Source: an optimization exercise on an open RTL-to-GDS flow (aim: small area). Production flows keep margins and buffers that such runs may drop.
Only simulation tests tie the RTL to the original design; equivalence was not proved.
Power and IR drop assume default switching activity. The flow treats the clock pin as an ideal source, which a real chip does not have.

[flow/config.mk]
export PLATFORM = sky130hd
export DESIGN_NAME = usbAudioFunction
export DESIGN_NICKNAME = usbAudioFunction
export VERILOG_FILES = /design/flow/design.v
export SDC_FILE = /design/flow/constraint.sdc
export NUM_CORES = 4
export LEC_CHECK = 0
export ABC_AREA = 1
export CAP_MARGIN = 20
export CORE_MARGIN = 2
export CORE_UTILIZATION = 78
export CTS_CLUSTER_DIAMETER = 80
export CTS_CLUSTER_SIZE = 30
export PLACE_DENSITY = 0.86
export SLEW_MARGIN = 20
export SYNTH_MEMORY_MAX_BITS = 16384
[flow/design.v]
`default_nettype none
package usbAudioPkg;
   typedef enum logic [7:0] {
      SET_CUR           = 8'h01,    
      SET_ADDRESS       = 8'h05,
      GET_DESCRIPTOR    = 8'h06,    
      SET_CONFIGURATION = 8'h09,
      SET_INTERFACE     = 8'h0B,
      GET_CUR           = 8'h81,    
      GET_MIN           = 8'h82,
      GET_MAX           = 8'h83,
      GET_RES           = 8'h84
   } requestCodeT;
   typedef enum logic [3:0] {
      idle,
      getRequest, getValueLow, getValueHigh,    
      getIndexLow, getIndexHigh,
      getLengthLow, getLengthHigh,
      getEoP,
      setAddress, setConfiguration, setInterface,
      setControl, getControl, sendControl
   } controlStateT;
   localparam logic [7:0]  MUTE_CONTROL        = 8'h01;
   localparam logic [7:0]  VOLUME_CONTROL      = 8'h02;
   localparam logic [15:0] FEATURE_UNIT_TARGET = 16'h0002;    
   localparam logic [15:0] STREAM_INTERFACE    = 16'd1;
   localparam logic [15:0] VOLUME_RESET = 16'h1400;    
   localparam logic [15:0] VOLUME_MIN   = 16'h0000;
   localparam logic [15:0] VOLUME_MAX   = 16'h7FFF;
   localparam logic [15:0] VOLUME_RES   = 16'h0001;
   localparam int FIFO_ADDR_BITS = 10;
   localparam logic [FIFO_ADDR_BITS-1:0] FIFO_PREFILL = 10'd384;    
   localparam logic [9:0]  SAMPLE_PERIOD    = 10'd1000;            
   localparam logic [9:0]  SAMPLE_PHASE     = 10'd501;             
   localparam logic [9:0]  PWM_MIDPOINT     = 10'd500;
   localparam logic [3:0]  AUDIO_ENDPOINT   = 4'd1;
endpackage
`default_nettype wire
`default_nettype none
import usbAudioPkg::*;
module setupControl (
   input  wire         USB_Clk,
   input  wire         softReset,
   input  wire  [3:0]  endpoint,
   input  wire         outSetup,
   input  wire         outSoP,
   input  wire         outEoP,
   input  wire  [7:0]  outData,
   input  wire         outValid,
   input  wire         inAck,
   input  wire         error,
   input  wire         inWaitRequest,
   input  wire         getValid,
   input  wire         lastByte,
   output logic [6:0]  address,
   output logic        stall,
   output logic        inReady,
   output logic        writeMute,
   output logic        writeVolumeLeft,
   output logic        writeVolumeRight,
   output logic        writeAltSetting,
   output logic        altValue,
   output logic [15:0] dataWord,         
   output logic        loadResponse,
   output logic [1:0]  responseSize,
   output logic [1:0]  getKind,          
   output logic        muteTarget,       
   output logic        volumeTarget,     
   output logic        leftChannel       
);
   usbAudioPkg::controlStateT state;
   usbAudioPkg::controlStateT dispatch;    
   logic [1:0]   requestType;      
   logic [7:0]   channelSelect;    
   logic         csMute;           
   logic         csVolume;         
   logic         index1;           
   logic         index2;           
   logic         dataStageDone;
   logic         muteSel;
   logic         leftSel;
   logic         rightSel;
   logic         setState;
   logic         commit;
   usbAudioPkg::controlStateT decoded;
   assign muteSel      = index2 && csMute && (channelSelect == 8'd0);
   assign leftSel      = index2 && csVolume && (channelSelect == 8'd1);
   assign rightSel     = index2 && csVolume && (channelSelect == 8'd2);
   assign muteTarget   = muteSel;
   assign volumeTarget = leftSel || rightSel;
   assign leftChannel  = channelSelect[0];
   assign commit           = (state == setControl) && dataStageDone && inAck;
   assign writeMute        = commit && muteSel;
   assign writeVolumeLeft  = commit && leftSel;
   assign writeVolumeRight = commit && rightSel;
   assign writeAltSetting  = (state == setInterface) && inAck && index1;
   assign altValue         = channelSelect[0];
   assign setState = (state == setAddress) || (state == setConfiguration)
                     || (state == setInterface) || (state == setControl);
   assign loadResponse  = (setState && !inReady) || ((state == getControl) && getValid);
   assign responseSize  = (state != getControl) ? 2'd0 :
                          csMute                  ? 2'd1 : 2'd2;
   always_comb begin
      decoded = idle;    
      if (requestType == 2'b00) begin    
         case (outData)
            SET_ADDRESS:       decoded = setAddress;
            SET_CONFIGURATION: decoded = setConfiguration;
            SET_INTERFACE:     decoded = setInterface;
            default:           decoded = idle;
         endcase
      end else if (requestType == 2'b01) begin    
         case (outData)
            SET_CUR:                            decoded = setControl;
            GET_CUR, GET_MIN, GET_MAX, GET_RES: decoded = getControl;
            default:                            decoded = idle;
         endcase
      end
   end
   always_ff @(posedge USB_Clk) begin
      if (softReset) begin
         state         <= idle;
         address       <= '0;
         stall         <= 1'b0;
         inReady       <= 1'b0;
         dataStageDone <= 1'b0;
      end else if (outValid && outSoP && outSetup) begin    
         requestType   <= outData[6:5];
         stall         <= 1'b0;
         inReady       <= 1'b0;
         dataStageDone <= 1'b0;
         state         <= getRequest;
      end else if (endpoint == 4'd0) begin
         case (state)
            getRequest: if (outValid) begin
               dispatch <= decoded;
               getKind  <= outData[1:0];
               state    <= getValueLow;
            end
            getValueLow: if (outValid) begin
               channelSelect <= outData;
               state         <= getValueHigh;
            end
            getValueHigh: if (outValid) begin
               csMute   <= (outData == MUTE_CONTROL);
               csVolume <= (outData == VOLUME_CONTROL);
               state    <= getIndexLow;
            end
            getIndexLow: if (outValid) begin
               index1 <= (outData == 8'd1);
               index2 <= (outData == 8'd2);
               state  <= getIndexHigh;
            end
            getIndexHigh: if (outValid) begin
               if (outData != 8'd0) begin
                  index1 <= 1'b0;
                  index2 <= 1'b0;
               end
               state <= getLengthLow;
            end
            getLengthLow:  if (outValid) state <= getLengthHigh;
            getLengthHigh: if (outValid) state <= getEoP;
            getEoP: if (outValid && outEoP) begin
               state <= dispatch;
               if (dispatch == idle) stall <= 1'b1;
            end
            setAddress, setConfiguration, setInterface: begin
               if (inAck) begin
                  inReady <= 1'b0;
                  state   <= idle;
                  if (state == setAddress) address <= channelSelect[6:0];
               end else begin
                  inReady <= 1'b1;    
               end
            end
            setControl: begin
               if (inAck) begin
                  inReady <= 1'b0;
                  state   <= idle;
               end else begin
                  inReady <= 1'b1;
                  if (outValid && outEoP) begin
                     dataStageDone <= 1'b1;
                     if (!(muteSel || leftSel || rightSel)) begin    
                        stall   <= 1'b1;
                        inReady <= 1'b0;
                        state   <= idle;
                     end
                  end else if (outValid) begin
                     dataWord <= {outData, dataWord[15:8]};    
                  end
               end
            end
            getControl: begin
               dataStageDone <= 1'b0;
               if (getValid) begin
                  inReady <= 1'b1;
                  state   <= sendControl;
               end else begin
                  stall <= 1'b1;
                  state <= idle;
               end
            end
            sendControl: begin
               if (outValid && outEoP) begin    
                  inReady <= 1'b0;
                  state   <= idle;
               end else if (inReady) begin
                  if (!inWaitRequest && lastByte) inReady <= 1'b0;
               end else if (inAck) begin
                  dataStageDone <= 1'b1;
               end else if (error && !dataStageDone) begin
                  state <= getControl;    
               end
            end
            default: state <= idle;
         endcase
      end
   end
endmodule
`default_nettype wire
`default_nettype none
import usbAudioPkg::*;
module featureUnitRegs (
   input  wire         USB_Clk,
   input  wire         softReset,
   input  wire         writeMute,
   input  wire         writeVolumeLeft,
   input  wire         writeVolumeRight,
   input  wire         writeAltSetting,
   input  wire         altValue,
   input  wire  [15:0] dataWord,
   input  wire  [1:0]  getKind,         
   input  wire         muteTarget,
   input  wire         volumeTarget,
   input  wire         leftChannel,
   output logic        mute,
   output logic        altSetting,
   output logic [15:0] getValue,        
   output logic        getValid
);
   logic [15:0] volumeLeft;     
   logic [15:0] volumeRight;
   always_ff @(posedge USB_Clk) begin
      if (softReset) begin
         mute        <= 1'b0;
         altSetting  <= 1'b0;    
         volumeLeft  <= VOLUME_RESET;
         volumeRight <= VOLUME_RESET;
      end else begin
         if (writeMute)        mute        <= dataWord[8];    
         if (writeVolumeLeft)  volumeLeft  <= dataWord;
         if (writeVolumeRight) volumeRight <= dataWord;
         if (writeAltSetting)  altSetting  <= altValue;
      end
   end
   assign getValid = (muteTarget && (getKind == 2'b01)) || volumeTarget;
   always_comb begin
      case (getKind)
         2'b01:   getValue = leftChannel ? volumeLeft : volumeRight;
         2'b10:   getValue = VOLUME_MIN;
         2'b11:   getValue = VOLUME_MAX;
         default: getValue = VOLUME_RES;
      endcase
      if (muteTarget) getValue = {15'd0, mute};
   end
endmodule
`default_nettype wire
`default_nettype none
module inResponder (
   input  wire         USB_Clk,
   input  wire         softReset,
   input  wire         loadResponse,
   input  wire  [15:0] getValue,        
   input  wire  [1:0]  responseSize,
   input  wire         inReady,
   input  wire         inWaitRequest,
   input  wire         inAck,
   output logic [7:0]  inData,
   output logic        inZeroLength,
   output logic        inSequence,
   output logic        lastByte
);
   logic [1:0]  size;
   logic [1:0]  count;     
   logic        drained;   
   logic        take;
   assign take         = inReady && !inWaitRequest;
   assign inData       = drained  ? 8'h00 :
                         count[0] ? getValue[15:8] : getValue[7:0];    
   assign inZeroLength = (size == 2'd0);   
   assign lastByte     = (count + 2'd1 == size);
   always_ff @(posedge USB_Clk) begin
      if (softReset) begin
         size       <= 2'd0;
         count      <= 2'd0;
         inSequence <= 1'b0;
      end else begin
         if (inAck) inSequence <= !inSequence;
         if (loadResponse) begin
            size       <= responseSize;
            count      <= 2'd0;
            inSequence <= 1'b1;    
         end else if (take) begin
            count <= count + 2'd1;
         end
      end
   end
   always_ff @(posedge USB_Clk) begin
      if (loadResponse)                        drained <= 1'b0;
      else if (take && (count != 2'd0))        drained <= 1'b1;
   end
endmodule
`default_nettype wire
`default_nettype none
import usbAudioPkg::*;
module sampleFifo (
   input  wire         USB_Clk,
   input  wire         softReset,
   input  wire         altSetting,
   input  wire  [3:0]  endpoint,
   input  wire         outValid,
   input  wire         outEoP,
   input  wire  [7:0]  outData,
   input  wire         sampleStrobe,
   output logic [17:0] sampleWord         
);
   localparam int WORDS = 256;
   localparam int W     = 18;
   localparam int TAPS  = 32;
   logic [FIFO_ADDR_BITS-1:0] writeAddr;     
   logic [FIFO_ADDR_BITS-3:0] readAddr;      
   logic [7:0]  writeByte;
   logic        writePending;
   logic        eopPending;
   logic        audioPacket;
   logic        clear;
   logic        playing;
   assign audioPacket = altSetting && (endpoint == AUDIO_ENDPOINT) && outValid;
   assign clear       = softReset || !altSetting;
   always_ff @(posedge USB_Clk) begin
      writeByte <= outData;
      if (clear) begin
         writePending <= 1'b0;
         eopPending   <= 1'b0;
      end else begin
         writePending <= audioPacket && !outEoP;
         eopPending   <= audioPacket && outEoP;
      end
   end
   function automatic logic [W-1:0] laneBits(input logic [3:0] lanes);
      laneBits = {{8{lanes[3]}}, lanes[2], {8{lanes[1]}}, lanes[0]};
   endfunction
   logic [W-1:0] byteBits;                   
   assign byteBits = {writeByte, writeByte[7], writeByte, writeByte[7]};
   logic [3:0] writeLane;
   assign writeLane = writePending ? (4'b0001 << writeAddr[1:0]) : 4'b0000;
   logic [7:0]   turn;                       
   logic [W-1:0] ring [0:WORDS-1];
   logic [W-1:0] ringNext [0:WORDS-1];
   logic [W-1:0] slotData [0:1];
   logic [3:0]   slotMask [0:1];
   logic [3:0]   slotHigh [0:1];
   logic [7:0]   lastWord;
   logic [1:0]   busLow;
   logic [7:0]   busPlace;
   logic         busDue;
   logic [W-1:0] busData;
   logic [3:0]   busMask;
   assign busLow = ~turn[1:0];
   logic         borrow;
   assign borrow   = (lastWord[1:0] < busLow);
   assign busPlace = {lastWord[7:2] + turn[7:2] + {5'd0, !borrow}, 2'b00};
   assign busDue   = !busPlace[2];
   assign busData  = slotData[busLow[0]];
   assign busMask  = busDue ? (slotMask[busLow[0]] & ~(slotHigh[busLow[0]] ^ {4{busLow[1]}}))
                            : 4'b0000;
   always_comb begin
      for (int p = 0; p < WORDS; p++) begin
         ringNext[p] = ring[(p + WORDS - 1) % WORDS];
         if ((p % (WORDS / TAPS)) == 0) begin
            if (busPlace[7:3] == p / (WORDS / TAPS))
               ringNext[p] = ~((((((p / (WORDS / TAPS)) % 2) == 0) ? ~busData : busData) & laneBits(busMask))
                               | (ring[(p + WORDS - 1) % WORDS] & ~laneBits(busMask)));
            else
               ringNext[p] = ~ring[(p + WORDS - 1) % WORDS];
         end
      end
   end
   always_ff @(posedge USB_Clk) begin
      turn <= turn + 8'd1;
      for (int p = 0; p < WORDS; p++)
         ring[p] <= ringNext[p];
   end
   always_ff @(posedge USB_Clk) begin
      if (writePending) lastWord <= writeAddr[9:2];
      for (int q = 0; q < 2; q++) begin
         if (writePending && (writeAddr[2] == q[0])) begin
            slotData[q] <= (slotData[q] & ~laneBits(writeLane)) | (byteBits & laneBits(writeLane));
            for (int l = 0; l < 4; l++)
               if (writeLane[l]) slotHigh[q][l] <= writeAddr[3];
         end
         slotMask[q] <= (slotMask[q] & ~((busLow[0] == q[0]) ? busMask : 4'b0000))
                        | ((writeAddr[2] == q[0]) ? writeLane : 4'b0000);
      end
   end
   logic [W-1:0] nextWord;
   logic [3:0]   have;
   logic         atTap0;
   logic [3:0]   snoop;
   logic [3:0]   load;
   logic         advance;
   assign advance = playing && sampleStrobe;
   assign atTap0  = (turn == ~readAddr);    
   assign snoop   = (writeAddr[9:2] == readAddr) ? writeLane : 4'b0000;
   assign load    = atTap0 ? ~have : 4'b0000;
   always_ff @(posedge USB_Clk) begin
      nextWord <= (nextWord & ~laneBits(snoop | load))
                  | (byteBits & laneBits(snoop))
                  | (ringNext[0] & laneBits(load & ~snoop));
      if (clear || advance) have <= 4'b0000;
      else                  have <= have | snoop | load;
   end
   always_ff @(posedge USB_Clk) begin
      if (clear) begin
         writeAddr  <= '0;
         readAddr   <= '0;
         playing    <= 1'b0;
         sampleWord <= '0;    
      end else begin
         if (writePending)    writeAddr <= writeAddr + 1'b1;
         else if (eopPending) writeAddr[1:0] <= 2'b00;    
         if (writeAddr == FIFO_PREFILL) playing <= 1'b1;
         if (advance) begin
            sampleWord <= nextWord;
            readAddr   <= readAddr + 1'b1;
         end
      end
   end
endmodule
`default_nettype wire
`default_nettype none
import usbAudioPkg::*;
module audioPwm (
   input  wire         USB_Clk,
   input  wire         softReset,
   input  wire         mute,
   input  wire  [17:0] sampleWord,
   output logic        sampleStrobe,
   output logic [1:0]  audio
);
   logic signed [9:0] count;
   logic signed [8:0] leftSample;
   logic signed [8:0] rightSample;
   logic        dutyValid;
   logic        leftPwm;
   logic        rightPwm;
   assign sampleStrobe = (count == 10'sd499);
   always_ff @(posedge USB_Clk) begin
      if (softReset) begin
         count     <= -10'sd2;
         dutyValid <= 1'b0;
         leftPwm   <= 1'b0;
         rightPwm  <= 1'b0;
      end else begin
         count    <= sampleStrobe ? -10'sd500 : count + 10'sd1;
         if (sampleStrobe) dutyValid <= 1'b1;
         leftPwm  <= dutyValid && (leftSample > count);
         rightPwm <= dutyValid && (rightSample > count);
      end
   end
   always_ff @(posedge USB_Clk) begin
      if (sampleStrobe) begin
         leftSample  <= sampleWord[8:0];
         rightSample <= sampleWord[17:9];
      end
   end
   assign audio = mute ? 2'b00 : {leftPwm, rightPwm};
endmodule
`default_nettype wire
`default_nettype none
import usbAudioPkg::*;
module usbAudioFunction (
   input  wire        USB_Clk,
   input  wire        rst,
   input  wire  [3:0] endpoint,
   input  wire        outSetup,
   input  wire        outSoP,
   input  wire        outEoP,
   input  wire  [7:0] outData,
   input  wire        outValid,
   input  wire        inWaitRequest,
   input  wire        inAck,
   input  wire        error,
   input  wire        resetRequest,
   output logic [6:0] address,
   output logic       stall,
   output logic [7:0] inData,
   output logic       inReady,
   output logic       inZeroLength,
   output logic       inSequence,
   output logic       outWaitRequest,
   output logic [1:0] audio              
);
   logic        softReset;
   logic        writeMute;
   logic        writeVolumeLeft;
   logic        writeVolumeRight;
   logic        writeAltSetting;
   logic        altValue;
   logic [15:0] dataWord;
   logic        loadResponse;
   logic [1:0]  responseSize;
   logic [1:0]  getKind;
   logic        muteTarget;
   logic        volumeTarget;
   logic        leftChannel;
   logic [15:0] getValue;
   logic        getValid;
   logic        lastByte;
   logic        mute;
   logic        altSetting;
   logic        sampleStrobe;
   logic [17:0] sampleWord;
   always_ff @(posedge USB_Clk) begin
      softReset <= rst || resetRequest;
   end
   assign outWaitRequest = (endpoint > AUDIO_ENDPOINT);    
   setupControl    setupControlInst (.*);
   featureUnitRegs featureUnitRegsInst (.*);
   inResponder     inResponderInst (.*);
   sampleFifo      sampleFifoInst (.*);
   audioPwm        audioPwmInst (.*);
endmodule
`default_nettype wire
[flow/constraint.sdc]
create_clock -name core_clock -period 10.0 [get_ports {USB_Clk}]
set_input_delay 2.0000 -clock core_clock [delete_from_list [all_inputs] [get_ports {USB_Clk}]]
set_output_delay 2.0000 -clock core_clock [all_outputs]
set_load 0.01 [all_outputs]
[flow/run.sh]
#!/bin/bash
# synth_recipe.tcl (not shown) runs the flow's synth.tcl, then flattens the netlist and writes it again
# the make line also repeats each setting of config.mk as NAME=value (left out here)
make -C /OpenROAD-flow-scripts/flow DESIGN_CONFIG=/design/flow/config.mk WORK_HOME=/design/flow/orfs CLKGATE_MAP_FILE= SYNTH_SCRIPT=/design/flow/synth_recipe.tcl finish
==> impl_metrics.yaml, run 1 <==
global_routing:
  grt_pass1_vias: 56931
  grt_start_max_net_pins: 49
  grt_usage_pct: 37.1
  grt_pass1_wl_um: 382000
  antenna_found_initial: 16
  grt_overflow: 0
setup_path:
  worstPathArrival_ns: 6.61
  cp_max_fo: 17
  r2r-end: "sampleFifoInst.ring[200][12]"
  critPathLaunchType: "flip-flop"
  reg2reg_depth: 14
  r2r-start: "sampleFifoInst.turn[1]"
  cp.required_ns: 10.78
  worst_setup_path_end_kind: "flip-flop"
  path_class: "reg2reg"
  crit_start: "sampleFifoInst.turn[1]"
  reg2reg_slack_ns: 4.17
sta:
  final-max-slew-violation-count: 0
  fin_setup_tns_ns: 0
  finalCritPeriodShare_pct: 58.3
  fmax_mhz: 172
  hold_viol_final: 0
  tightest_slew_ns: 1.18
  setup_viol: 0
  fin_crit_ns: 5.83
  rsz0062_at_grt: "false"
  maxSlewHeadroom_pct: 20.8
  holdWs_ns: 0.314
  fin_ws_ns: 4.17
  finClkSkew_ns: 0.0342
routing:
  antenna_left: 0
  wl_met1_um: 101000
  top_layer: "met5"
  wl_um: 263000
  vias_per_cell: 5.88
  vias: 54166
  met3_wirelength_um: 21200
  first_pass_iters: 10
  drc_errors: 0
  drtIter0Drc: 6551
  avgRoutedWirePerCell_um: 28.6
  dr_wl_met2_um: 125000
min_path:
  min_path_cells: 0
  min_to: "sampleFifoInst.ring[15][1]"
  worst_hold_path_type: "reg2reg"
  min_from: "sampleFifoInst.ring[14][1]"
pwr:
  total_power_mw: 28.7
  p_leak_nw: 46.7
  powerDensity_mw_per_mm2: 244
  peakVddDrop_mv: 0.210
logic_synthesis:
  seq_area_frac_synth_pct: 89.7
  ys_top_cells_by_area: "dfxtp_1 87%, edfxtp_1 2.9%, o22ai_1 2.2%"
  syn-cell-area_mm2: 0.110
  ys_ff_latch: 4867
  netlist_instances: 7157
  synth_top_area_share_pct: 86.8
  ys_warn_count: 11
  post-synth-top-area-cell: "dfxtp_1"
  syn_area_per_cell_um2: 15.3
  synth.distinct_cells: 44
  synth_nets: 7214
  synth_edf_count: 106
  synthArstFlopShare_pct: 0
  synth_flop_cell: "dfxtp_1"
floorplan:
  die_x_um: 379
  pin_count: 44
  coreArea_mm2: 0.140
  initial_core_util_pct: 78.7
  placement_rows: 137
  die_area_mm2: 0.144
  die_y_um: 379
placed_design:
  routabilityCongestion: 0.890
  hpwl_um: 136000
  place_ws_ns: 4.84
  placedCellCount: 8984
  io_buffers: 43
run_status:
  status: "timing/DRC/antenna clean"
cells_and_area:
  instances_no_fill: 9207
  layout_common_cells: "4,761 x dfxtp_1, 427 x nand2_1, 387 x o22ai_1"
  layout.nets: 7348
  syn_to_final_growth_pct: 6.83
  drive_gt1_share_pct: 4.86
  layout_commonest_cell: "dfxtp_1"
  n_fill_cell: 5294
job:
  maxCapViolations: 0
cts:
  h-tree-depth: 4
  insertion_delay_ns: 0.90
  cts_tree: "yes"
  cts_buffer_depth: 3
  clkSlewWorstSetupHoldPaths_ns: 0.12
  cts-root-buf: "clkbuf_16"
  ctsHoldBuffers: 0
  cts_sinks: 4867
  numCtsBuffers: 181
  cts_setup_buffers: 0
  cts.repair.resized: 0
==> report_power, final <==
group	internal, mW	total [mW]	leakage (nW)	switching (mW)
registers	19.4	19.5	39.9	0.00933
clock network	3.43	9.15	2.40	5.72
logic	0.0212	0.0539	4.40	0.0327
total	22.9	28.7	46.7	5.76
==> metrics by stage <==
stage	utilization, %	instance area [um2]
CTS	84.0	117000
finish	84.1	117000
global placement	80.5	112000
detailed placement	80.5	112000
global route	84.0	117000
floorplan	-	110000
==> synth_stat cells (4+ instances only) <==
cell,count
a211oi_1,7
a21oi_1,144
a311oi_1,5
buf_1,5
buf_2,57
buf_4,13
clkbuf_1,78
clkinv_1,6
dfxtp_1,4761
edfxtp_1,106
ha_1,33
inv_1,242
inv_2,7
nand2_1,432
nand2_2,11
nand3_1,101
nand3_2,8
nand4_1,23
nor2_1,321
nor2_2,31
nor3_1,31
nor4_1,4
o211ai_1,4
o21a_1,10
o21ai_0,260
o21ai_2,4
o22ai_1,387
or2_2,19
xnor2_1,7
xor2_1,19
==> how the worst max path moves through the flow <==
stage / to / slack (ns) / cells after the start
2_1_floorplan: outWaitRequest / 5.81 / 2
3_5_place_dp: outWaitRequest / 4.84 / 4
6_report: sampleFifoInst.ring[200][12] / 4.17 / 14
3_3_place_gp: outWaitRequest / 4.81 / 4
4_1_cts: inData[4] / 4.53 / 7
5_1_grt: sampleFifoInst.ring[200][12] / 4.20 / 14
==> cell families (layout without fill, tap and decap cells) <==
family                   after synthesis  count (layout)  synth area share (%)
AND/OR/NAND/NOR                      987             987                  3.79
AO/OA/AOI/OAI                        832             832                  4.34
other                                  0               6                     0
XOR/XNOR                              27              27                 0.222
adder cells (fa/ha/maj)               35              35                 0.413
buffers and inverters                409             577                  1.51
flip-flops                          4867            4867                  89.7
==> per-layer routing <==
layer  up-vias  global-route usage [%]
met2      3366                    60.3
met5         -                       0
met1     26559                    47.8
met4        16                    19.0
li1      23092                       -
met3      1133                    7.34
==> worst max-delay path, stage by stage (launching register included) <==
cell and delay, ns:
dfxtp_1 0.65, ha_1 0.34, o21ai_0 0.10, nand2_1 0.12
fa_1 0.58, fa_1 0.52, nand3_1 0.15, nand2_1 0.15
xor2_1 0.38, nand2_1 0.28, nor2_1 0.75, nand2_2 0.66
nor2_2 0.66, nor2_1 0.13, a21oi_1 0.20
==> state kept, by name (all words and copies together), names as in the netlist, 9 cells and up, named ones only <==
register                         flops
sampleFifoInst.ring               4608
sampleFifoInst.nextWord             18
sampleFifoInst.sampleWord           18
featureUnitRegsInst.volumeLeft      16
featureUnitRegsInst.volumeRight     16
setupControlInst.dataWord           16
audioPwmInst.count                  10
sampleFifoInst.writeAddr            10
audioPwmInst.leftSample              9
audioPwmInst.rightSample             9
==> final cells by class <==
class                      instances  area (um2)  area share [%]
timing repair buffer             105         896           0.764
sequential                      4867       98500            84.0
multi-input combinational       1881        9680            8.25
tap                             1876        2350            2.00
antenna                            6        15.0          0.0128
clock inverter                    14         179           0.153
clock buffer                     203        4720            4.02
inverter                         255         957           0.816
==> run 2: changes to the inputs <==
--- a/flow/design.v
+++ b/flow/design.v
@@ -407,6 +407,4 @@
    logic [W-1:0] nextWord;
-   logic [3:0]   have;
    logic         atTap0;
    logic [3:0]   snoop;
-   logic [3:0]   load;
    logic         advance;
@@ -415,9 +413,5 @@
    assign snoop   = (writeAddr[9:2] == readAddr) ? writeLane : 4'b0000;
-   assign load    = atTap0 ? ~have : 4'b0000;
    always_ff @(posedge USB_Clk) begin
-      nextWord <= (nextWord & ~laneBits(snoop | load))
-                  | (byteBits & laneBits(snoop))
-                  | (ringNext[0] & laneBits(load & ~snoop));
-      if (clear || advance) have <= 4'b0000;
-      else                  have <= have | snoop | load;
+      nextWord <= (byteBits & laneBits(snoop))
+                  | ((atTap0 ? ringNext[0] : nextWord) & ~laneBits(snoop));
    end
--- a/flow/config.mk
+++ b/flow/config.mk
@@ -10,6 +10,6 @@
 export CORE_MARGIN = 2
-export CORE_UTILIZATION = 78
+export CORE_UTILIZATION = 75
 export CTS_CLUSTER_DIAMETER = 80
 export CTS_CLUSTER_SIZE = 30
-export PLACE_DENSITY = 0.86
+export PLACE_DENSITY = 0.8
 export SLEW_MARGIN = 20
==> run 2 against run 1 <==
  * Routed wire length fell by 19%
  * Still clean on timing, DRC and antenna
  * Synthesized cell count fell by 1.5%
  * Via count fell by 9.0%
  * Register-to-register slack improved by 0.82 ns
  * First-iteration DRC count fell by 43%
  * Core utilization fell by 3.5 points
  * Clock power fell by 3.2%
  * Largest cell class unchanged
  * Global-route usage fell by 8.5 points
  * Maximum frequency rose by 1.1%
  * Worst hold slack got worse by 0.0030 ns
==> impl_metrics.yaml, run 2 <==
run_status:
  status: "timing/DRC/antenna clean"
sta:
  fmax_mhz: 173
  tightest_slew_ns: 1.23
  setup_viol: 0
  fin_setup_tns_ns: 0
  rsz0062_at_grt: "false"
  hold_viol_final: 0
  final-max-slew-violation-count: 0
  maxSlewHeadroom_pct: 17.8
  finClkSkew_ns: 0.0379
  fin_crit_ns: 5.77
  finalCritPeriodShare_pct: 57.7
  fin_ws_ns: 4.23
logic_synthesis:
  synth_nets: 7104
  synth_top_area_share_pct: 86.5
  synth_flop_cell: "dfxtp_1"
  syn_area_per_cell_um2: 15.6
  ys_ff_latch: 4863
  synthArstFlopShare_pct: 0
  post-synth-top-area-cell: "dfxtp_1"
  synth_edf_count: 124
  ys_top_cells_by_area: "dfxtp_1 86%, edfxtp_1 3.4%, o22ai_1 2.3%"
  netlist_instances: 7047
  seq_area_frac_synth_pct: 89.9
  syn-cell-area_mm2: 0.110
  synth_commonest_cells: "4,739 x dfxtp_1, 411 x o22ai_1, 355 x nand2_1"
  yosysMostFrequentCell: "dfxtp_1"
  synth.distinct_cells: 46
  ys_warn_count: 11
job:
  maxCapViolations: 0
routing:
  avgRoutedWirePerCell_um: 23.4
  drtIter0Drc: 3735
  wl_um: 213000
  drc_errors: 0
  vias: 49282
  vias_per_cell: 5.41
  first_pass_iters: 5
  antenna_left: 0
cts:
  h-tree-depth: 4
  cts_setup_buffers: 0
  cts-root-buf: "clkbuf_16"
  clkSlewWorstSetupHoldPaths_ns: 0.12
  insertion_delay_ns: 0.87
  cts_buffer_depth: 3
  cts.repair.resized: 0
  numCtsBuffers: 180
  cts_tree: "yes"
  ctsHoldBuffers: 0
  cts_sinks: 4863
setup_path:
  cp.required_ns: 8.00
  worstPathCellList: "inv_1 -> nand3_1 -> nor2_1 -> a2111oi_0 -> clkdlybuf4s50_1"
  critPathLaunchType: "flip-flop"
  path_delay_family: "buffers and inverters"
  critPathSlowestCell: "edfxtp_1"
  path_class: "reg2out"
  reg2reg_depth: 14
  r2r-start: "sampleFifoInst.turn[1]"
  cp_max_fo: 20
  worst_setup_path_end_kind: "primary output"
  worstPathArrival_ns: 3.77
  reg2reg_slack_ns: 4.99
  crit_buf_inv: 2
  max_stage_delay_ns: 0.76
floorplan:
  pin_count: 44
  die_y_um: 386
  placement_rows: 140
  die_x_um: 386
  die_area_mm2: 0.149
  coreArea_mm2: 0.145
  initial_core_util_pct: 75.4
placed_design:
  hpwl_um: 113000
  routabilityCongestion: 0.824
  place_area_mm2: 0.112
  io_buffers: 43
  place_ws_ns: 4.84
pwr:
  powerDensity_mw_per_mm2: 242
  p_leak_nw: 46.4
  peakVddDrop_mv: 0.190
  total_power_mw: 28.3
cells_and_area:
  top_register: "sampleFifoInst.ring"
  reg_top3: "sampleFifoInst.ring (4608), sampleFifoInst.sampleWord (18)"
  layout.nets: 7226
  layout_commonest_cell: "dfxtp_1"
  syn_to_final_growth_pct: 6.73
  layout_common_cells: "4,739 x dfxtp_1, 411 x o22ai_1, 342 x nand2_1"
  utilization_pct: 80.5
  fin_area_mm2: 0.117
  drive_gt1_share_pct: 5.00
  largest_register_ffs: 4608
global_routing:
  grt_overflow: 0
  grt_pass1_wl_um: 318000
  use_met2_pct: 47.0
  gr-max-usage-layer: "met2"
  antenna_found_initial: 13
  grtUsageMet3_pct: 4.34
  grt_pass1_vias: 51268
  use_met1_pct: 39.8
  grt_usage_pct: 28.6
  grt_start_max_net_pins: 36
min_path:
  min_to: "sampleFifoInst.ring[26][0]"
  worst_hold_path_type: "reg2reg"
  min_from: "sampleFifoInst.ring[25][0]"
  min_path_cells: 0
-- run 2: cell count changes after synthesis, moves of 15 or more --
cell	delta
a211oi_1	+23
clkbuf_1	-18
dfxtp_1	-22
edfxtp_1	+18
inv_1	-15
nand2_1	-77
nand3_1	-23
nor2_1	+15
o21ai_0	-44
o22ai_1	+24
-- run 2: worst max path at each step --
stage,start,endpoint,slack (ns),cells after the start
floorplan,endpoint[3],outWaitRequest,5.81,2
global placement,endpoint[1],outWaitRequest,4.82,4
detailed placement,endpoint[3],outWaitRequest,4.84,4
CTS,setupControlInst.channelSelect[0],inData[7],4.26,5
global route,setupControlInst.channelSelect[0],inData[6],4.01,7
finish,setupControlInst.channelSelect[0],inData[7],4.23,5
-- run 2: layer usage --
metal	part of all wire, %	up-vias	wire length, um
met2	48	1428	103000
met1	44	24626	93700
met4	2.9	6	6110
li1	-	22819	-
met3	5.1	403	10800
met5	0.018	-	38
-- run 2: power by group --
group          internal (mW)  switching, mW  leakage, nW
Clock                   3.40           5.45         2.38
Sequential              19.4        0.00809         39.8
Combinational         0.0197         0.0303         4.22
-- run 2: through the flow --
stage | std cells | hold WS (ns)
after floorplan | 7047 | 0.310
after global placement | 8903 | 0.309
after detailed placement | 8903 | 0.312
after CTS | 9113 | 0.305
after global routing | 9114 | 0.327
final | 9116 | 0.311
-- run 2: cell families (layout without fill, tap and decap cells) --
group,after synthesis,in the layout,synth area share [%]
fa+ha+maj,35,35,0.413
buf+inv,386,536,1.47
simple gates,902,902,3.55
xor+xnor,29,29,0.238
other cells,0,2,0
mux,3,3,0.0274
flops,4863,4863,89.9
compound gates,829,829,4.41
-- run 2: area by class of cell --
cell class	count	area, um2
sequential	4863	98600
fill	7001	28300
multi-input combinational	1798	9540
clock buffer	199	4700
tap	1917	2400
inverter	237	890
timing repair buffer	89	783
clock inverter	11	151
antenna	2	5.00
==> run 3: changes to the inputs <==
--- a/flow/config.mk
+++ b/flow/config.mk
@@ -10,6 +10,6 @@
 export CORE_MARGIN = 2
-export CORE_UTILIZATION = 75
+export CORE_UTILIZATION = 70
 export CTS_CLUSTER_DIAMETER = 80
 export CTS_CLUSTER_SIZE = 30
-export PLACE_DENSITY = 0.8
+export PLACE_DENSITY = 0.78
 export SLEW_MARGIN = 20
==> run 3 against run 2 <==
  * Maximum frequency down 0.10%
  * Global-route usage down 4.0 points
  * First-iteration DRC count up 1.2%
  * Still clean on timing, DRC and antenna
  * Core utilization down 5.3 points
  * Critical endpoint is now inData[1]
  * Worst setup slack worse by 0.0058 ns
  * Total power down 0.18%
  * Area after synthesis unchanged
  * Design area up 0.15%
==> impl_metrics.yaml, run 3 <==
run_status:
  status: "timing/DRC/antenna clean"
sta:
  fin_ws_ns: 4.23
  hold_viol_final: 0
  maxSlewHeadroom_pct: 19.7
  rsz0062_at_grt: "false"
  finClkSkew_ns: 0.0275
  tightest_slew_ns: 1.20
  setup_viol: 0
  fmax_mhz: 173
  fin_setup_tns_ns: 0
  final-max-slew-violation-count: 0
  finalCritPeriodShare_pct: 57.7
  fin_crit_ns: 5.77
global_routing:
  antenna_found_initial: 8
  grt_start_max_net_pins: 36
  grt_pass1_vias: 48589
  grt_usage_pct: 24.6
  grt_pass1_wl_um: 293000
  grt_overflow: 0
logic_synthesis:
  synth_nets: 7104
  post-synth-top-area-cell: "dfxtp_1"
  synthArstFlopShare_pct: 0
  syn_area_per_cell_um2: 15.6
  syn-cell-area_mm2: 0.110
  synth_edf_count: 124
  synth_top_area_share_pct: 86.5
  ys_top_cells_by_area: "dfxtp_1 86%, edfxtp_1 3.4%, o22ai_1 2.3%"
  yosysMostFrequentCell: "dfxtp_1"
  synth.distinct_cells: 46
  seq_area_frac_synth_pct: 89.9
  synth_commonest_cells: "4,739 x dfxtp_1, 411 x o22ai_1, 355 x nand2_1"
  ys_warn_count: 11
  netlist_instances: 7047
  synth_flop_cell: "dfxtp_1"
  ys_ff_latch: 4863
floorplan:
  placement_rows: 145
  die_y_um: 400
  coreArea_mm2: 0.156
  die_area_mm2: 0.160
  pin_count: 44
  initial_core_util_pct: 70.4
  die_x_um: 400
min_path:
  worst_hold_path_type: "reg2reg"
placed_design:
  io_buffers: 43
  routabilityCongestion: 0.824
  place_ws_ns: 4.84
  hpwl_um: 108000
cells_and_area:
  layout_common_cells: "4,739 x dfxtp_1, 411 x o22ai_1, 342 x nand2_1"
  largest_register_ffs: 4608
  layout.nets: 7221
  drive_gt1_share_pct: 5.03
  layout_commonest_cell: "dfxtp_1"
  top_register: "sampleFifoInst.ring"
  syn_to_final_growth_pct: 6.88
  reg_top3: "sampleFifoInst.ring (4608), sampleFifoInst.sampleWord (18)"
cts:
  clkSlewWorstSetupHoldPaths_ns: 0.12
  cts_tree: "yes"
  cts.repair.resized: 0
  cts_sinks: 4863
  h-tree-depth: 4
  cts_buffer_depth: 3
  insertion_delay_ns: 0.86
  cts-root-buf: "clkbuf_16"
  cts_setup_buffers: 0
  numCtsBuffers: 181
  ctsHoldBuffers: 0
setup_path:
  worst_setup_path_end_kind: "primary output"
  max_stage_delay_ns: 0.76
  worstPathCellList: "inv_1 -> nand3_1 -> nor2_1 -> nor2_1 -> nand2_1 -> a221oi_1 -> clkdlybuf4s50_1"
  cp_max_fo: 20
  path_class: "reg2out"
  worstPathArrival_ns: 3.77
  critPathLaunchType: "flip-flop"
  cpMostUsedCell: "nor2_1"
  crit_buf_inv: 2
  critPathSlowestCell: "edfxtp_1"
  cp.required_ns: 8.00
  path_delay_family: "buffers and inverters"
routing:
  drc_errors: 0
  wl_um: 196000
  drtIter0Drc: 3780
  vias: 48078
  vias_per_cell: 5.19
  avgRoutedWirePerCell_um: 21.2
  antenna_left: 0
  first_pass_iters: 6
pwr:
  p_leak_nw: 46.4
  peakVddDrop_mv: 0.207
  powerDensity_mw_per_mm2: 241
  total_power_mw: 28.3
job:
  maxCapViolations: 0
run 3: cell counts after synthesis:
No cell type changed its count.
run 3: power by group:
group | internal (mW) | total (mW) | switching (mW)
sequential | 19.4 | 19.4 | 0.00816
combinational | 0.0194 | 0.0486 | 0.0292
clock | 3.36 | 8.81 | 5.45
total | 22.8 | 28.3 | 5.48
run 3: worst paths after layout:
check                                    start                          end  slack [ns]  depth (start not counted)
min                sampleFifoInst.ring[24][13]  sampleFifoInst.ring[25][13]        0.32                          0
max          setupControlInst.channelSelect[0]                    inData[1]        4.23                          7
min reg2reg        sampleFifoInst.ring[24][13]  sampleFifoInst.ring[25][13]        0.32                          0
max reg2reg             sampleFifoInst.turn[1]                    flip-flop        5.02                         14
run 3: worst register-to-register path: cells and delay by family, from the launching register on:
| kind | cells | cell delay [ns] |
|---|---|---|
| AND/OR/NAND/NOR | 7 | 1.58 |
| buffers and inverters | 2 | 1.17 |
| adder cells (fa/ha/maj) | 2 | 0.98 |
| flip-flops | 1 | 0.56 |
| AO/OA/AOI/OAI | 3 | 0.46 |
run 3: area by class of cell:
cell class              count  area [um2]
clock inverters            22         297
well taps                2058        2570
repair buffers             83         731
fillers                  8538       38600
diodes                      2        5.00
clock buffers             193        4600
flip-flops and latches   4863       98600
inverters                 237         890
multi-input cells        1798        9550
run 3: through the flow:
stage	hold WS (ns)	instances	utilization, %	area [um2]
2_1_floorplan	0.310	7047	-	110000
3_3_place_gp	0.310	9039	72.1	112000
3_5_place_dp	0.312	9039	72.1	112000
4_1_cts	0.320	9254	75.2	117000
5_1_grt	0.329	9254	75.2	117000
6_report	0.322	9256	75.2	117000
run 3: logic make-up (layout without fill, tap and decap cells):
logic type | count (synthesis) | after routing | synth area share [%]
flip-flops | 4863 | 4863 | 89.9
AND/OR/NAND/NOR | 902 | 902 | 3.55
AO/OA/AOI/OAI | 829 | 829 | 4.41
buffers and inverters | 386 | 535 | 1.47
adder cells (fa/ha/maj) | 35 | 35 | 0.413
XOR/XNOR | 29 | 29 | 0.238
multiplexers | 3 | 3 | 0.0274
other | 0 | 2 | 0
run 3: layer usage:
metal | vias up | GRT usage (%) | routed length, um
met3 | 271 | 3.54 | 9500
met4 | 0 | 6.34 | 3930
li1 | 22801 | - | -
met2 | 1171 | 39.4 | 91700
met1 | 23835 | 35.7 | 90900
met5 | - | 0 | 0
==> run 4: changes to the inputs <==
==> flow/flow/run.sh (new file) <==
#!/bin/bash
# The standard layout, with clock tree synthesis told not to add dummy loads.
set -euo pipefail
export CTS_ARGS="-sink_clustering_enable -repair_clock_nets -sink_clustering_size 30 -sink_clustering_max_diameter 80 -dont_use_dummy_load"
bash standard.sh finish > flow_make.log 2>&1
==> flow/standard.sh (new file) <==
#!/bin/bash
# synth_recipe.tcl (not shown) runs the flow's synth.tcl, then flattens the netlist and writes it again
# the make line also repeats each setting of config.mk as NAME=value (left out here)
make -C /OpenROAD-flow-scripts/flow DESIGN_CONFIG=/design/flow/config.mk WORK_HOME=/design/flow/orfs CLKGATE_MAP_FILE= SYNTH_SCRIPT=/design/flow/synth_recipe.tcl "${@:-finish}"
removed: flow/run.sh
==> run 4 against run 3 <==
  * Still clean
  * Total power is 0.88% lower
  * First-iteration DRC count fell by 9.3%
  * Critical path type unchanged
  * Clock-buffer cell count decreased by 12
  * Cell count shrank 0.37%
  * Core utilization shrank 0.23 points
  * Clock skew up 0.055 ns
  * Critical endpoint unchanged
  * Maximum frequency increased by 0.58%
  * Global-route usage down 0.16 points
  * Sequential share of layout area up 0.26 points
==> impl_metrics.yaml, run 4 <==
run_status:
  status: "timing/DRC/antenna clean"
cts:
  ctsHoldBuffers: 0
  cts_buffer_depth: 3
  cts.repair.resized: 0
  insertion_delay_ns: 0.85
  cts-root-buf: "clkbuf_16"
  h-tree-depth: 4
  cts_sinks: 4863
  numCtsBuffers: 181
  cts_setup_buffers: 0
  cts_tree: "yes"
  clkSlewWorstSetupHoldPaths_ns: 0.11
cells_and_area:
  layout_common_cells: "4,739 x dfxtp_1, 411 x o22ai_1, 343 x nand2_1"
  largest_register_ffs: 4608
  syn_to_final_growth_pct: 6.56
  utilization_pct: 75.0
  reg_top3: "sampleFifoInst.ring (4608), sampleFifoInst.sampleWord (18)"
  drive_gt1_share_pct: 4.73
  layout.nets: 7221
  fin_area_mm2: 0.117
  top_register: "sampleFifoInst.ring"
  layout_commonest_cell: "dfxtp_1"
setup_path:
  crit_start: "setupControlInst.channelSelect[0]"
  reg2reg_slack_ns: 5.02
  cp_max_fo: 20
  path_delay_family: "buffers and inverters"
  path_depth: 7
  worst_setup_path_end_kind: "primary output"
  reg2reg_depth: 14
  critPathLaunchType: "flip-flop"
  critPathSlowestCell: "edfxtp_1"
  r2r-start: "sampleFifoInst.turn[1]"
  crit_end: "inData[1]"
  worstPathArrival_ns: 3.74
  worstPathCellList: "inv_1 -> nand3_1 -> nor2_1 -> nor2_1 -> nand2_1 -> a221oi_1 -> clkdlybuf4s50_1"
  max_stage_delay_ns: 0.76
  cp.required_ns: 8.00
  cpMostUsedCell: "nor2_1"
  crit_buf_inv: 2
  path_class: "reg2out"
logic_synthesis:
  post-synth-top-area-cell: "dfxtp_1"
  synth-compound-area-share_pct: 4.41
  synth_flop_cell: "dfxtp_1"
  ys_ff_latch: 4863
  yosys.area_share.simple_pct: 3.55
  ys_top_cells_by_area: "dfxtp_1 86%, edfxtp_1 3.4%, o22ai_1 2.3%"
  syn_area_per_cell_um2: 15.6
  seq_area_frac_synth_pct: 89.9
  synth_top_area_share_pct: 86.5
  netlist_instances: 7047
  synth.distinct_cells: 46
  syn-cell-area_mm2: 0.110
  synth_mux_area_share_pct: 0.0274
  synth_edf_count: 124
  synth_adder_area_share_pct: 0.413
  synth_nets: 7104
  synthArstFlopShare_pct: 0
  synth_commonest_cells: "4,739 x dfxtp_1, 411 x o22ai_1, 355 x nand2_1"
  ys_warn_count: 11
  yosysMostFrequentCell: "dfxtp_1"
  synth_xor_area_share_pct: 0.238
  synth_top_family_by_area: "compound AO/OA/AOI/OAI gates"
floorplan:
  die_y_um: 400
  placement_rows: 145
  initial_core_util_pct: 70.4
  pin_count: 44
  die_x_um: 400
  die_area_mm2: 0.160
  coreArea_mm2: 0.156
routing:
  avgRoutedWirePerCell_um: 21.1
  vias: 47762
  vias_per_cell: 5.18
  antenna_left: 0
  wl_um: 195000
  drtIter0Drc: 3428
  drc_errors: 0
  first_pass_iters: 6
pwr:
  p_leak_nw: 46.3
  peakVddDrop_mv: 0.207
  powerDensity_mw_per_mm2: 240
placed_design:
  hpwl_um: 108000
  io_buffers: 43
  routabilityCongestion: 0.824
  place_area_mm2: 0.112
  place_ws_ns: 4.84
sta:
  tightest_slew_ns: 1.21
  rsz0062_at_grt: "false"
  finalCritPeriodShare_pct: 57.4
  maxSlewHeadroom_pct: 19.3
  fin_ws_ns: 4.26
  final-max-slew-violation-count: 0
  finClkSkew_ns: 0.0822
  fin_crit_ns: 5.74
  holdWs_ns: 0.301
  hold_viol_final: 0
  fmax_mhz: 174
  setup_viol: 0
  fin_setup_tns_ns: 0
global_routing:
  grt_start_max_net_pins: 36
  antenna_found_initial: 11
  grt_usage_pct: 24.4
  grt_pass1_wl_um: 291000
  grt_overflow: 0
  grt_pass1_vias: 48415
job:
  maxCapViolations: 0
min_path:
  worst_hold_path_type: "reg2reg"
==> run 4: cell type report <==
cell class | instances | area, um2
Timing Repair Buffer | 83 | 731
Multi-Input combinational cell | 1798 | 9560
Fill cell | 8633 | 39000
Tap cell | 2058 | 2570
Antenna cell | 2 | 5.00
Sequential cell | 4863 | 98600
Clock buffer | 181 | 4530
Inverter | 237 | 890
==> run 4: worst min path at each step <==
stage	start	end	slack, ns	depth (start not counted)
final	sampleFifoInst.ring[30][3]	sampleFifoInst.ring[31][3]	0.30	0
after global routing	sampleFifoInst.ring[30][3]	sampleFifoInst.ring[31][3]	0.30	0
after CTS	sampleFifoInst.ring[30][3]	sampleFifoInst.ring[31][3]	0.29	0
after detailed placement	sampleFifoInst.ring[206][7]	sampleFifoInst.ring[207][7]	0.31	0
after global placement	sampleFifoInst.ring[60][7]	sampleFifoInst.ring[61][7]	0.31	0
after floorplan	sampleFifoInst.ring[99][0]	sampleFifoInst.ring[100][0]	0.31	0
==> run 4: metrics by stage <==
step	cells	total power, mW
after global routing	9220	28.8
after detailed placement	9039	19.9
after global placement	9039	19.9
final	9222	28.0
after CTS	9220	28.2
after floorplan	7047	19.9
==> run 4: cell families after synthesis <==
family | after synthesis
compound gates | 829
xor+xnor | 29
fa+ha+maj | 35
buf+inv | 386
simple gates | 902
flops | 4863
mux | 3
==> run 4: power breakdown <==
| group | leakage, nW | total (mW) | switching (mW) | internal [mW] |
|---|---|---|---|---|
| clock | 2.23 | 8.56 | 5.29 | 3.27 |
| sequential | 39.8 | 19.4 | 0.00817 | 19.4 |
| combinational | 4.19 | 0.0483 | 0.0290 | 0.0194 |
==> run 4: layer usage <==
layer,wire [um],global-route usage [%],vias to the layer above
met5,0,0,-
met4,4150,5.94,0
met3,9700,3.60,287
met2,90400,39.1,1206
met1,90400,35.6,23503
li1,-,-,22766
==> run 5: changes to the inputs <==
==> flow/flow/run.sh (replaced) <==
#!/bin/bash
# The standard layout, with clock tree synthesis told not to add dummy loads.
set -euo pipefail
export CTS_ARGS="-sink_clustering_enable -repair_clock_nets -sink_clustering_size 33 -sink_clustering_max_diameter 80 -dont_use_dummy_load"
bash standard.sh finish > flow_make.log 2>&1
==> run 5 against run 4 <==
  * Still clean
  * Core utilization shrank 0.20 points
  * Clock-buffer cell count shrank 13
  * Design area shrank 0.27%
  * Routed wire length shrank 1.6%
  * Clock skew grew 0.0075 ns
  * Synthesized cell count is the same
  * Sequential share of layout area grew 0.23 points
  * Area after synthesis is the same
  * Largest power group unchanged
  * Highest routed layer is now met5
==> impl_metrics.yaml, run 5 <==
run_status:
  status: "timing/DRC/antenna clean"
cts:
  cts_sinks: 4863
  cts-root-buf: "clkbuf_16"
  cts_setup_buffers: 0
  cts.repair.resized: 0
  insertion_delay_ns: 0.85
  ctsHoldBuffers: 0
  cts_tree: "yes"
  cts_buffer_depth: 3
  numCtsBuffers: 168
  h-tree-depth: 4
  clkSlewWorstSetupHoldPaths_ns: 0.11
floorplan:
  die_x_um: 400
  pin_count: 44
  coreArea_mm2: 0.156
  placement_rows: 145
  die_y_um: 400
  initial_core_util_pct: 70.4
  die_area_mm2: 0.160
logic_synthesis:
  syn-cell-area_mm2: 0.110
  synth_top_area_share_pct: 86.5
  synth_flop_cell: "dfxtp_1"
  syn_area_per_cell_um2: 15.6
  yosysMostFrequentCell: "dfxtp_1"
  synth_nets: 7104
  post-synth-top-area-cell: "dfxtp_1"
  seq_area_frac_synth_pct: 89.9
  ys_warn_count: 11
  ys_top_cells_by_area: "dfxtp_1 86%, edfxtp_1 3.4%, o22ai_1 2.3%"
  netlist_instances: 7047
  synth_commonest_cells: "4,739 x dfxtp_1, 411 x o22ai_1, 355 x nand2_1"
  synthArstFlopShare_pct: 0
  synth.distinct_cells: 46
  synth_edf_count: 124
  ys_ff_latch: 4863
cells_and_area:
  n_fill_cell: 8717
  fin_area_mm2: 0.117
  largest_register_ffs: 4608
  reg_top3: "sampleFifoInst.ring (4608), sampleFifoInst.sampleWord (18)"
  layout_commonest_cell: "dfxtp_1"
  multi_input_area_mm2: 0.00955
  layout_common_cells: "4,739 x dfxtp_1, 411 x o22ai_1, 344 x nand2_1"
  drive_gt1_share_pct: 4.55
  layout.nets: 7209
  top_register: "sampleFifoInst.ring"
  syn_to_final_growth_pct: 6.27
  regArea_mm2: 0.0986
sta:
  final-max-slew-violation-count: 0
  fin_setup_tns_ns: 0
  fmax_mhz: 175
  hold_viol_final: 0
  finalCritPeriodShare_pct: 57.1
  maxSlewHeadroom_pct: 17.5
  setup_viol: 0
  finClkSkew_ns: 0.0898
  rsz0062_at_grt: "false"
  tightest_slew_ns: 1.24
  fin_crit_ns: 5.71
global_routing:
  grt_pass1_wl_um: 287000
  use_met2_pct: 38.4
  use_met1_pct: 35.7
  grt_usage_pct: 24.1
  grt_pass1_vias: 47704
  grtUsageMet3_pct: 3.25
  gr-max-usage-layer: "met2"
  grt_overflow: 0
  grt_start_max_net_pins: 36
  antenna_found_initial: 11
pwr:
  clkPwrFrac_pct: 29.7
  peakVddDrop_mv: 0.198
  p_leak_nw: 46.1
  p_seq_share_pct: 70.1
  powerDensity_mw_per_mm2: 238
  switching_share_pct: 18.9
  p_switching_mw: 5.24
  p_comb_share_pct: 0.2
  p_int_mw: 22.5
setup_path:
  cp_max_fo: 20
  worst_setup_path_end_kind: "primary output"
  worstPathArrival_ns: 3.71
  cp.required_ns: 8.00
  path_class: "reg2out"
  critPathLaunchType: "flip-flop"
routing:
  drc_errors: 0
  vias: 47454
  antenna_left: 0
  avgRoutedWirePerCell_um: 20.8
  first_pass_iters: 5
  wl_um: 192000
  drtIter0Drc: 3816
  vias_per_cell: 5.15
placed_design:
  io_buffers: 43
  routabilityCongestion: 0.824
  hpwl_um: 108000
  place_area_mm2: 0.112
job:
  maxCapViolations: 0
min_path:
  worst_hold_path_type: "reg2reg"
run 5: cell counts after synthesis:
No cell type changed its count.
run 5: worst paths after layout:
path                                                         from                           to  slack, ns  cells past startpoint
worst max-delay path            setupControlInst.channelSelect[0]                    inData[1]       4.29                      7
worst min-delay path                  sampleFifoInst.ring[253][0]  sampleFifoInst.ring[254][0]       0.28                      0
worst max register to register             sampleFifoInst.turn[1]                    flip-flop       5.08                     14
worst min register to register        sampleFifoInst.ring[253][0]  sampleFifoInst.ring[254][0]       0.28                      0
run 5: area by class of cell:
cell class | count | area share, %
antenna | 5 | 0.0107
clock buffer | 168 | 3.61
inverter | 237 | 0.763
multi-input combinational | 1798 | 8.19
sequential | 4863 | 84.6
tap | 2058 | 2.21
timing repair buffer | 84 | 0.640
run 5: stage by stage:
| step | cells | worst slack (ns) | utilization, % | hold slack, ns | total power [mW] |
|---|---|---|---|---|---|
| 6_report | 9213 | 4.29 | 74.8 | 0.282 | 27.7 |
| 5_1_grt | 9208 | 4.04 | 74.8 | 0.291 | 28.5 |
| 4_1_cts | 9207 | 4.30 | 74.8 | 0.292 | 27.9 |
| 3_5_place_dp | 9039 | 4.84 | 72.1 | 0.312 | 19.9 |
| 3_3_place_gp | 9039 | 4.82 | 72.1 | 0.310 | 19.9 |
| 2_1_floorplan | 7047 | 5.81 | - | 0.310 | 19.9 |
run 5: power groups by stage:
stage	clock (mW)	sequential (mW)	combinational, mW
after global routing	8.98	19.5	0.0535
after detailed placement	0	19.9	0.0475
after CTS	8.37	19.4	0.0477
after global placement	0	19.9	0.0458
final	8.25	19.4	0.0485
after floorplan	0	19.9	0.0261
run 5: kinds of logic after synthesis:
kind of cell / after synthesis / synth area share [%]
mux: 3 / 0.0274
xor+xnor: 29 / 0.238
fa+ha+maj: 35 / 0.413
simple gates: 902 / 3.55
compound gates: 829 / 4.41
buf+inv: 386 / 1.47
flops: 4863 / 89.9
run 5: critical path, stage by stage (launching register included):
cell             delay, ns
edfxtp_1              0.76
inv_1                 0.48
nand3_1               0.22
nor2_1                0.12
nor2_1                0.18
nand2_1               0.18
a221oi_1              0.33
clkdlybuf4s50_1       0.61
run 5: routing by layer:
layer  up-vias  wire [um]
met5         -         13
met4         2       3780
met3       271       8570
met2      1062      88500
met1     23376      90700
li1      22743          -
==> run 6: changes to the inputs <==
==> flow/flow/run.sh (replaced) <==
#!/bin/bash
# The standard layout, with clock tree synthesis told not to add dummy loads.
set -euo pipefail
export CTS_ARGS="-sink_clustering_enable -repair_clock_nets -sink_clustering_size 35 -sink_clustering_max_diameter 70 -dont_use_dummy_load"
bash standard.sh finish > flow_make.log 2>&1
==> run 6 against run 5 <==
  * Still clean
  * Die area unchanged
  * Critical path depth unchanged
  * Clock power decreased by 1%
  * Routed wire length about the same
  * Sequential share of layout area increased by 0.13 points
  * Clock skew increased by 0.014 ns
  * Synthesized cell count unchanged
  * Core utilization decreased by 0.11 points
  * Area after synthesis unchanged
  * Sequential power about the same
  * Worst hold slack got worse by 0.015 ns
  * Critical endpoint is now inData[6]
  * Largest cell class unchanged
  * Highest routed layer unchanged
==> impl_metrics.yaml, run 6 <==
run_status:
  status: "timing/DRC/antenna clean"
logic_synthesis:
  seq_area_frac_synth_pct: 89.9
  post-synth-top-area-cell: "dfxtp_1"
  netlist_instances: 7047
  synth_top_area_share_pct: 86.5
  synthArstFlopShare_pct: 0
  syn-cell-area_mm2: 0.110
  synth_commonest_cells: "4,739 x dfxtp_1, 411 x o22ai_1, 355 x nand2_1"
  ys_warn_count: 11
  synth_nets: 7104
  synth_edf_count: 124
  synth_flop_cell: "dfxtp_1"
  synth.distinct_cells: 46
  ys_top_cells_by_area: "dfxtp_1 86%, edfxtp_1 3.4%, o22ai_1 2.3%"
  ys_ff_latch: 4863
  yosysMostFrequentCell: "dfxtp_1"
  syn_area_per_cell_um2: 15.6
cts:
  clkSlewWorstSetupHoldPaths_ns: 0.11
  cts_tree: "yes"
  insertion_delay_ns: 0.87
  h-tree-depth: 4
  cts-root-buf: "clkbuf_16"
  cts_sinks: 4863
  numCtsBuffers: 162
  cts_setup_buffers: 0
  ctsHoldBuffers: 0
  cts_buffer_depth: 3
  cts.repair.resized: 0
setup_path:
  cp_max_fo: 20
  critPathLaunchType: "flip-flop"
  cp.required_ns: 8.00
  reg2reg_depth: 14
  r2r-start: "sampleFifoInst.turn[1]"
  reg2reg_slack_ns: 5.13
  worstPathArrival_ns: 3.69
  path_class: "reg2out"
  worst_setup_path_end_kind: "primary output"
min_path:
  worst_hold_path_type: "reg2reg"
  min_to: "sampleFifoInst.ring[51][5]"
  min_path_cells: 0
  min_from: "sampleFifoInst.ring[50][5]"
pwr:
  p_int_mw: 22.4
  powerDensity_mw_per_mm2: 237
  total_power_mw: 27.6
  p_switching_mw: 5.22
  p_leak_nw: 46.0
  p_comb_share_pct: 0.2
  switching_share_pct: 18.9
  clkPwrFrac_pct: 29.4
  p_seq_share_pct: 70.4
  peakVddDrop_mv: 0.180
cells_and_area:
  top_register: "sampleFifoInst.ring"
  reg_top3: "sampleFifoInst.ring (4608), sampleFifoInst.sampleWord (18)"
  largest_register_ffs: 4608
  layout_commonest_cell: "dfxtp_1"
  layout_common_cells: "4,739 x dfxtp_1, 411 x o22ai_1, 343 x nand2_1"
  syn_to_final_growth_pct: 6.11
  n_fill_cell: 8741
  layout.nets: 7202
  fin_area_mm2: 0.116
  drive_gt1_share_pct: 4.47
  multi_input_area_mm2: 0.00955
  regArea_mm2: 0.0986
sta:
  fin_ws_ns: 4.31
  finalCritPeriodShare_pct: 56.9
  final-max-slew-violation-count: 0
  fmax_mhz: 176
  tightest_slew_ns: 1.20
  finClkSkew_ns: 0.104
  rsz0062_at_grt: "false"
  fin_crit_ns: 5.69
  hold_viol_final: 0
  maxSlewHeadroom_pct: 19.8
  fin_setup_tns_ns: 0
  setup_viol: 0
floorplan:
  die_x_um: 400
  die_area_mm2: 0.160
  die_y_um: 400
  placement_rows: 145
  initial_core_util_pct: 70.4
  coreArea_mm2: 0.156
  pin_count: 44
routing:
  first_pass_iters: 6
  vias: 47414
  drc_errors: 0
  vias_per_cell: 5.15
  avgRoutedWirePerCell_um: 20.8
  drtIter0Drc: 3379
  wl_um: 191000
  antenna_left: 0
placed_design:
  hpwl_um: 108000
  io_buffers: 43
  place_ws_ns: 4.84
  place_area_mm2: 0.112
  routabilityCongestion: 0.824
global_routing:
  grt_start_max_net_pins: 36
  grt_usage_pct: 24.0
  grt_overflow: 0
  antenna_found_initial: 10
  grt_pass1_vias: 47686
  grt_pass1_wl_um: 287000
job:
  maxCapViolations: 0
-- run 6: cell counts after synthesis --
No cell type changed its count.
-- run 6: area by class of cell --
class                   instances  share of cell area (%)
flip-flops and latches       4863                    84.7
multi-input cells            1798                    8.20
clock buffers                 162                    3.48
well taps                    2058                    2.21
inverters                     237                   0.764
repair buffers                 83                   0.628
diodes                          1                 0.00215
-- run 6: worst max-delay path, stage by stage, from the launching register on --
cell	delay [ns]
edfxtp_1	0.74
inv_1	0.47
nand3_1	0.22
nor2_1	0.12
nor2_1	0.18
nand2_1	0.18
a221oi_1	0.36
clkdlybuf4s50_1	0.62
-- run 6: worst max-delay path by stage --
stage / start / endpoint / slack (ns)
2_1_floorplan: endpoint[3] / outWaitRequest / 5.81
6_report: setupControlInst.channelSelect[0] / inData[6] / 4.31
3_3_place_gp: endpoint[1] / outWaitRequest / 4.82
3_5_place_dp: endpoint[1] / outWaitRequest / 4.84
4_1_cts: setupControlInst.channelSelect[0] / inData[1] / 4.32
5_1_grt: setupControlInst.channelSelect[0] / inData[6] / 4.09
-- run 6: power by group through the flow --
stage	Sequential, mW	Combinational [mW]	Clock (mW)
2_1_floorplan	19.9	0.0261	0
3_3_place_gp	19.9	0.0458	0
3_5_place_dp	19.9	0.0475	0
4_1_cts	19.4	0.0477	8.24
5_1_grt	19.5	0.0534	8.85
6_report	19.4	0.0483	8.13
-- run 6: routing by layer --
| layer | GRT usage, % | wire length (um) |
|---|---|---|
| met1 | 35.4 | 90800 |
| met2 | 38.4 | 88800 |
| met3 | 3.31 | 8280 |
| met4 | 5.44 | 3590 |
| met5 | 0 | 18 |
-- run 6: metrics by stage --
| stage | cells | utilization, % | hold WS (ns) |
|---|---|---|---|
| floorplan | 7047 | - | 0.310 |
| global placement | 9039 | 72.1 | 0.310 |
| detailed placement | 9039 | 72.1 | 0.312 |
| CTS | 9201 | 74.7 | 0.269 |
| global route | 9201 | 74.7 | 0.263 |
| finish | 9202 | 74.7 | 0.268 |
-- run 6: cell families after synthesis --
group                    share of synthesized area [%]
XOR/XNOR                                         0.238
AND/OR/NAND/NOR                                   3.55
adder cells (fa/ha/maj)                          0.413
flip-flops                                        89.9
buffers and inverters                             1.47
multiplexers                                    0.0274
AO/OA/AOI/OAI                                     4.41

port drivers added, routing unchanged:
The results above use ideal ports. As a check the final layouts listed here were re-extracted and re-timed, cells and wires unchanged. Step 1, drivers: a clkbuf_16 drives USB_Clk and a buf_2 each remaining input, both assumed. Step 2 moves the port delays by t, midway between the first and last clock arrival at a register: inputs arrive t later, outputs are due t later. That takes back most of the time a late clock gives input paths. Three values: no drivers, after step 1, after step 2; two values: the first two.
run	t, ns	slack for setup (ns)	hold slack, ns	clock arrival spread, ns	pins driven straight from the clock port
run 1	0.957	4.172 / 4.172 / 4.172	0.314 / 0.314 / 0.314	0.048 / 0.047	1
run 2	0.940	4.234 / 4.147 / 4.806	0.311 / 0.311 / 0.311	0.042 / 0.042	1
run 3	0.932	4.228 / 4.142 / 4.820	0.322 / 0.322 / 0.322	0.031 / 0.032	1
run 4	0.895	4.261 / 4.175 / 4.822	0.301 / 0.301 / 0.301	0.084 / 0.084	1
run 5	0.889	4.292 / 4.206 / 4.813	0.282 / 0.282 / 0.282	0.091 / 0.091	1
run 6	0.905	4.307 / 4.218 / 4.821	0.268 / 0.268 / 0.268	0.104 / 0.104	1
After both steps every run listed still meets setup and hold.
